Source: an optimization exercise on an open RTL-to-GDS flow (aim: small area). Production flows keep margins and buffers that such runs may drop. No functional check of the RTL was part of this run. Power is estimated from default activity; no workload was simulated.

==> flow/design.v <==
package aes_core_stream_bridge_pkg;
  localparam int NSHARES = 2;
  localparam int WORD_W  = 32;
  function automatic int calc_nw_in(input int d, input int w);
    calc_nw_in = 256 * d / w;
  endfunction
  function automatic int calc_nw_out(input int d, input int w);
    calc_nw_out = 128 * d / w;
  endfunction
  function automatic int calc_in_cnt_w(input int d, input int w);
    calc_in_cnt_w = $clog2(calc_nw_in(d, w));
  endfunction
  function automatic int calc_out_cnt_w(input int d, input int w);
    calc_out_cnt_w = $clog2(calc_nw_out(d, w));
  endfunction
  typedef enum logic [1:0] {
    I_RST  = 2'd0,
    I_LOAD = 2'd1,
    I_FULL = 2'd2
  } in_state_t;
  typedef enum logic {
    O_EMPTY = 1'b0,
    O_DRAIN = 1'b1
  } out_state_t;
endpackage
module aes_core_stream_bridge_out_serializer
#(
  parameter int d = aes_core_stream_bridge_pkg::NSHARES,
  parameter int W = aes_core_stream_bridge_pkg::WORD_W
) (
  input  logic             clk,
  input  logic             rst,
  input  logic             core_cipher_valid,
  output logic             core_out_ready,
  input  logic [128*d-1:0] core_sh_ciphertext,
  output logic [W-1:0]     out_data,
  output logic             out_valid,
  output logic             out_last,
  input  logic             out_ready,
  output logic             dbg_state
);
  localparam int NW_OUT = aes_core_stream_bridge_pkg::calc_nw_out(d, W);
  localparam int CW     = aes_core_stream_bridge_pkg::calc_out_cnt_w(d, W);
  localparam logic [CW-1:0] CNT_LAST = CW'(NW_OUT - 1);
  aes_core_stream_bridge_pkg::out_state_t       state;
  logic [128*d-1:0] buf_q;
  logic [CW-1:0]    out_cnt;
  always_ff @(posedge clk or negedge rst) begin
    if (!rst) begin
      state          <= aes_core_stream_bridge_pkg::O_EMPTY;
      buf_q          <= '0;
      out_cnt        <= '0;
      out_valid      <= 1'b0;
      core_out_ready <= 1'b0;
    end else begin
      case (state)
        aes_core_stream_bridge_pkg::O_EMPTY: begin
          if (core_cipher_valid && core_out_ready) begin
            buf_q          <= core_sh_ciphertext;
            out_cnt        <= '0;
            out_valid      <= 1'b1;
            core_out_ready <= 1'b0;
            state          <= aes_core_stream_bridge_pkg::O_DRAIN;
          end else begin
            core_out_ready <= 1'b1;
          end
        end
        aes_core_stream_bridge_pkg::O_DRAIN: begin
          if (out_ready) begin
            if (out_cnt == CNT_LAST) begin
              buf_q          <= '0;
              out_cnt        <= '0;
              out_valid      <= 1'b0;
              core_out_ready <= 1'b1;
              state          <= aes_core_stream_bridge_pkg::O_EMPTY;
            end else begin
              out_cnt <= out_cnt + CW'(1);
            end
          end
        end
        default: state <= aes_core_stream_bridge_pkg::O_EMPTY;
      endcase
    end
  end
  assign out_data  = out_valid ? buf_q[W*int'(out_cnt) +: W] : '0;
  assign out_last  = out_valid & (out_cnt == CNT_LAST);
  assign dbg_state = state;
endmodule
module aes_core_stream_bridge
#(
  parameter int d = aes_core_stream_bridge_pkg::NSHARES,
  parameter int W = aes_core_stream_bridge_pkg::WORD_W
) (
  input  logic             clk,
  input  logic             rst,
  input  logic [W-1:0]     in_data,
  input  logic             in_valid,
  input  logic             in_last,
  output logic             in_ready,
  output logic [W-1:0]     out_data,
  output logic             out_valid,
  output logic             out_last,
  input  logic             out_ready,
  output logic             err_framing,
  output logic             core_valid_in,
  input  logic             core_in_ready,
  output logic [128*d-1:0] core_sh_key,
  output logic [128*d-1:0] core_sh_plaintext,
  input  logic             core_cipher_valid,
  output logic             core_out_ready,
  input  logic [128*d-1:0] core_sh_ciphertext,
  output logic [1:0]       dbg_in_state,
  output logic             dbg_out_state
);
  localparam int NW_IN = aes_core_stream_bridge_pkg::calc_nw_in(d, W);
  localparam int CW    = aes_core_stream_bridge_pkg::calc_in_cnt_w(d, W);
  localparam int SH_W  = 128 * d;
  localparam logic [CW-1:0] CNT_LAST = CW'(NW_IN - 1);
  aes_core_stream_bridge_pkg::in_state_t        state;
  logic [2*SH_W-1:0] in_buf;
  logic [CW-1:0]     in_cnt;
  always_ff @(posedge clk or negedge rst) begin
    if (!rst) begin
      state         <= aes_core_stream_bridge_pkg::I_RST;
      in_buf        <= '0;
      in_cnt        <= '0;
      in_ready      <= 1'b0;
      core_valid_in <= 1'b0;
      err_framing   <= 1'b0;
    end else begin
      case (state)
        aes_core_stream_bridge_pkg::I_RST: begin
          in_ready <= 1'b1;
          state    <= aes_core_stream_bridge_pkg::I_LOAD;
        end
        aes_core_stream_bridge_pkg::I_LOAD: begin
          if (in_valid && in_ready) begin
            if (in_last != (in_cnt == CNT_LAST)) begin
              err_framing <= 1'b1;
              in_buf      <= '0;
              in_cnt      <= '0;
            end else if (in_last) begin
              in_buf[W*int'(in_cnt) +: W] <= in_data;
              in_ready      <= 1'b0;
              core_valid_in <= 1'b1;
              state         <= aes_core_stream_bridge_pkg::I_FULL;
            end else begin
              in_buf[W*int'(in_cnt) +: W] <= in_data;
              in_cnt <= in_cnt + CW'(1);
            end
          end
        end
        aes_core_stream_bridge_pkg::I_FULL: begin
          if (core_in_ready) begin
            in_buf        <= '0;
            in_cnt        <= '0;
            in_ready      <= 1'b1;
            core_valid_in <= 1'b0;
            state         <= aes_core_stream_bridge_pkg::I_LOAD;
          end
        end
        default: state <= aes_core_stream_bridge_pkg::I_RST;
      endcase
    end
  end
  assign core_sh_key       = (state == aes_core_stream_bridge_pkg::I_FULL) ? in_buf[SH_W-1:0]      : '0;
  assign core_sh_plaintext = (state == aes_core_stream_bridge_pkg::I_FULL) ? in_buf[2*SH_W-1:SH_W] : '0;
  assign dbg_in_state      = state;
  aes_core_stream_bridge_out_serializer #(
    .d(d),
    .W(W)
  ) u_ser (
    .clk                (clk),
    .rst                (rst),
    .core_cipher_valid  (core_cipher_valid),
    .core_out_ready     (core_out_ready),
    .core_sh_ciphertext (core_sh_ciphertext),
    .out_data           (out_data),
    .out_valid          (out_valid),
    .out_last           (out_last),
    .out_ready          (out_ready),
    .dbg_state          (dbg_out_state)
  );
endmodule
==> flow/run.sh <==
#!/bin/bash
# synth_recipe.tcl (not shown) runs the flow's synth.tcl, then flattens the netlist and writes it again
# the make line also repeats each setting of config.mk as NAME=value (left out here)
make -C /OpenROAD-flow-scripts/flow DESIGN_CONFIG=/design/flow/config.mk WORK_HOME=/design/flow/orfs CLKGATE_MAP_FILE= SYNTH_SCRIPT=/design/flow/synth_recipe.tcl finish
==> flow/config.mk <==
export PLATFORM = sky130hd
export DESIGN_NAME = aes_core_stream_bridge
export DESIGN_NICKNAME = aes_core_stream_bridge
export VERILOG_FILES = /design/flow/design.v
export SDC_FILE = /design/flow/constraint.sdc
export NUM_CORES = 4
export LEC_CHECK = 0
export CAP_MARGIN = 20
export CORE_MARGIN = 2
export CORE_UTILIZATION = 40
export SLEW_MARGIN = 20
==> flow/constraint.sdc <==
create_clock -name core_clock -period 5.0 [get_ports {clk}]
set_input_delay 1.0000 -clock core_clock [delete_from_list [all_inputs] [get_ports {clk}]]
set_output_delay 1.0000 -clock core_clock [all_outputs]
set_load 0.01 [all_outputs]
==> run summary <==
depth of the worst register-to-register path=7; maximum number of pins on one net before global-route repair=193; gp weighted congestion=0.905; master of the slowest instance on the critical path=sky130_fd_sc_hd__clkdlybuf4s50_1; count of unique library cells instantiated by Yosys=59; Final Critical Period=4.33 ns; share of Yosys cell area claimed by the top area cell type=0.565; # rows=between 100 and 150; measured slew at the worst slew-check pin=1.10 ns; total wire length after detailed routing=139 mm; register-to-register path setup slack=1.39 ns; Synth area leader=sky130_fd_sc_hd__dfrtp_1; cell count after synthesis=2780; die width=299 um; total vias in the final route=28257; most common cell after layout, fill and taps aside=sky130_fd_sc_hd__clkdlybuf4s50_1; PD cells=442 mW/mm2; worst setup path class=reg -> out; number of global-route vias before repair=between 20000 and 30000; number of warnings issued by yosys=2; ys async rst share=1.00; number of top-level pins=848; f_max=between 200 and 250 MHz; number of buffers added on ports=approximately 850; register bit count reported by yosys=~780; DP Area=0.0443 mm2; Worst Hold Slack=0.367 ns; clock tree root buffer cell=sky130_fd_sc_hd__clkbuf_16; peak fanout along the critical path=about 150; run status=timing/DRC/antenna clean; Synth Cell Area=roughly 0.035 mm2; most common flop cell mapped by yosys=sky130_fd_sc_hd__dfrtp_1; worst min-delay path category=in -> async; maximum number of buffers from clock root to sink=3; area of the core region=between 0.08 and 0.09 mm2; worst r2r src=in_cnt[0]; most frequent cell on the critical path=sky130_fd_sc_hd__buf_12; WL/cell=29.5 um; Die H=between 200 and 300 um; global-route wire length before repair=201 mm; commonest cells after routing, fill and taps aside=sky130_fd_sc_hd__clkdlybuf4s50_1 (845), sky130_fd_sc_hd__dfrtp_1 (779), sky130_fd_sc_hd__and2_1 (515); full die area=~0.089 mm2; share of post-route cells with drive strength above 1=0.101; cts bufs inserted=87; First-pass DRT Iterations=8; Synthesized Nets=3081; final cycle utilization of the critical path=0.865; RSZ-0062 raised after global routing=false; area growth from synthesis to final layout=36.9%; Leakage=slightly above 20 nW; Clock Pin Slew Worst Setup and Hold Paths=0.06 ns; Final Instance Area=0.0475 mm2; total number of nets in the final design=3765; number of buffers inserted to repair setup after CTS=0; Clk Latency, worst-skew pair=0.66 ns; Setup crit end kind=primary output; CTS tree=done; max-slew headroom at the worst pin=0.266; total global routing overflow=0; largest incremental delay on the critical path=0.57 ns; Clock H-tree levels=3; number of vias per cell=5.99; violation count after the first detailed-routing iteration=2316; effective utilization at floorplan=0.402; Startpoint Class=flip-flop; combined buffer and inverter count along the critical path=3; R2R Path End=in_buf[237]; number of enable flip-flop cells after synthesis=0; Req. time, crit path=approximately 4.0 ns; Avg Inst Size Synth=~12 um2; cell family with most CP delay=buffers and inverters; post-route setup TNS=0 ns; PostCTS Resize Cnt=0; cell types with the largest area share after synthesis=sky130_fd_sc_hd__dfrtp_1 (56%), sky130_fd_sc_hd__a32o_1 (9.8%), sky130_fd_sc_hd__a22o_1 (9.7%); arrival time of the worst setup path=3.33 ns; Final Slew Violations=0; number of antenna violations at the first check in global routing=30; Filler Cell Count=7233; sequential element share of the synthesized area=0.565; gr usage total=0.303; Worst IR Drop VDD=0.000286 V; Cell Chain, Critical Path=nor2b_4 > buf_12 > buf_12 > and2_1 > clkdlybuf4s50_1; number of setup violations in the final report=0; quantity of hold-fixing buffers added after cts=0; count of nets left with antenna violations after detail routing=0; final-report hold violation count=0; Sinks on Clock Net=approximately 780; maxcap violations=0; Worst Skew=0.0367 ns; detailed-route DRC error count=0; final HPWL from detailed placement=93.4 mm
==> worst reg2reg max path, stage by stage, from the launching register on <==
cell                        delay, ns
sky130_fd_sc_hd__dfrtp_1         0.55
sky130_fd_sc_hd__ha_1            0.32
sky130_fd_sc_hd__and3_1          0.16
sky130_fd_sc_hd__ha_1            0.39
sky130_fd_sc_hd__and3b_1         0.52
sky130_fd_sc_hd__nand4bb_1       0.45
sky130_fd_sc_hd__nor2_1          0.95
sky130_fd_sc_hd__a32o_1          0.23
==> worst max path at each step <==
stage / to / from / depth (start not counted) / slack (ns)
floorplan: in_buf[12] / in_last / 8 / 2.12
global placement: in_buf[377] / in_last / 6 / 0.87
detailed placement: in_buf[237] / in_last / 6 / 0.95
CTS: core_sh_key[139] / state[1] / 5 / 0.67
global route: core_sh_key[106] / state[1] / 5 / 0.50
finish: core_sh_plaintext[155] / state[1] / 5 / 0.67
==> routing by layer <==
layer	wire length (um)	share of wire	GRT usage	up-vias
met4	5820	0.042	0.135	12
met5	76	0.00055	0	-
met2	66100	0.48	0.478	1335
met1	55600	0.40	0.395	14815
met3	11400	0.082	0.0753	249
li1	-	-	-	11846
==> registers in the layout, summed over array words and instances (netlist names) <==
name	flops
in_buf	512
u_ser.buf_q	256
in_cnt	4
u_ser.out_cnt	3
state	2
core_valid_in	1
err_framing	1
in_ready	1
u_ser.core_out_ready	1
u_ser.out_valid	1
u_ser.state	1
==> layout make-up <==
type                       instances  area [um2]  area share
sequential                       783       19600       0.413
multi-input combinational       1611       13700       0.289
timing repair buffer             944        9450       0.199
clock buffer                     116        2470      0.0519
tap                             1155        1450      0.0304
clock inverter                    47         647      0.0136
inverter                          37         139     0.00292
antenna                           23        57.6     0.00121
==> metrics by stage <==
step / total power [W] / cells / setup WS (ns) / utilization
2_1_floorplan: 0.0118 / 2780 / 2.12 / -
3_3_place_gp: 0.0139 / 4527 / 0.875 / 0.512
3_5_place_dp: 0.0141 / 4529 / 0.948 / 0.513
4_1_cts: 0.0210 / 4692 / 0.673 / 0.549
5_1_grt: 0.0219 / 4714 / 0.498 / 0.550
6_report: 0.0210 / 4716 / 0.674 / 0.550
==> where the power goes <==
group,total (W),internal [W],switching (W)
Clock,0.00690,0.00408,0.00282
Sequential,0.00839,0.00745,0.000936
Combinational,0.00572,0.00270,0.00302
Total,0.0210,0.0142,0.00677
==> cell families (layout without fill, tap and decap cells) <==
kind of cell | after synthesis | count (layout) | share of synthesized area
AND/OR/NAND/NOR | 668 | 668 | 0.119
XOR/XNOR | 2 | 2 | 0.000505
AO/OA/AOI/OAI | 839 | 839 | 0.217
multiplexers | 96 | 96 | 0.0508
flip-flops | 783 | 783 | 0.565
buffers and inverters | 386 | 1144 | 0.0459
other | 0 | 23 | 0
adder cells (fa/ha/maj) | 6 | 6 | 0.00216
==> cell usage after synthesis, drive strengths merged, types with 11 or more instances <==
cell type / instances
a22o: 385
a32o: 338
a32oi: 32
and2: 515
buf: 110
clkbuf: 239
dfrtp: 783
inv: 37
mux2i: 32
mux4: 64
nand2: 40
nand3: 11
nor2: 20
nor2b: 34
nor3: 12
o21ai: 51
o22ai: 13

[what the ideal ports hide]
The flow's constraints put no driver on any port. The routed layout listed below was extracted and timed again, unchanged, in two steps. Step 1 (the two cells are an assumption about what drives the block):
set clk [get_ports {clk}]
set_driving_cell -lib_cell sky130_fd_sc_hd__clkbuf_16 $clk
set_driving_cell -lib_cell sky130_fd_sc_hd__buf_2 [delete_from_list [all_inputs] $clk]
Step 2, shift: input delay + t, output delay - t, t = (earliest + latest rising clock arrival at the registers) / 2. This alone moves slack from input paths to output paths. Slacks: no drivers / after step 1 / after step 2; pairs: no drivers / after step 1.
t, ns: 0.707
slack for setup (ns): 0.674 / 0.606 / 0.836
worst setup path at the end: input to register
worst register clock-pin slew, ns: 0.07 / 0.07
worst slew at a driven data input, ns: 0.13
After both steps setup and hold are still met in this run. For this run, drivers alone change the setup slack by -0.068 ns; drivers and shift together by +0.162 ns.
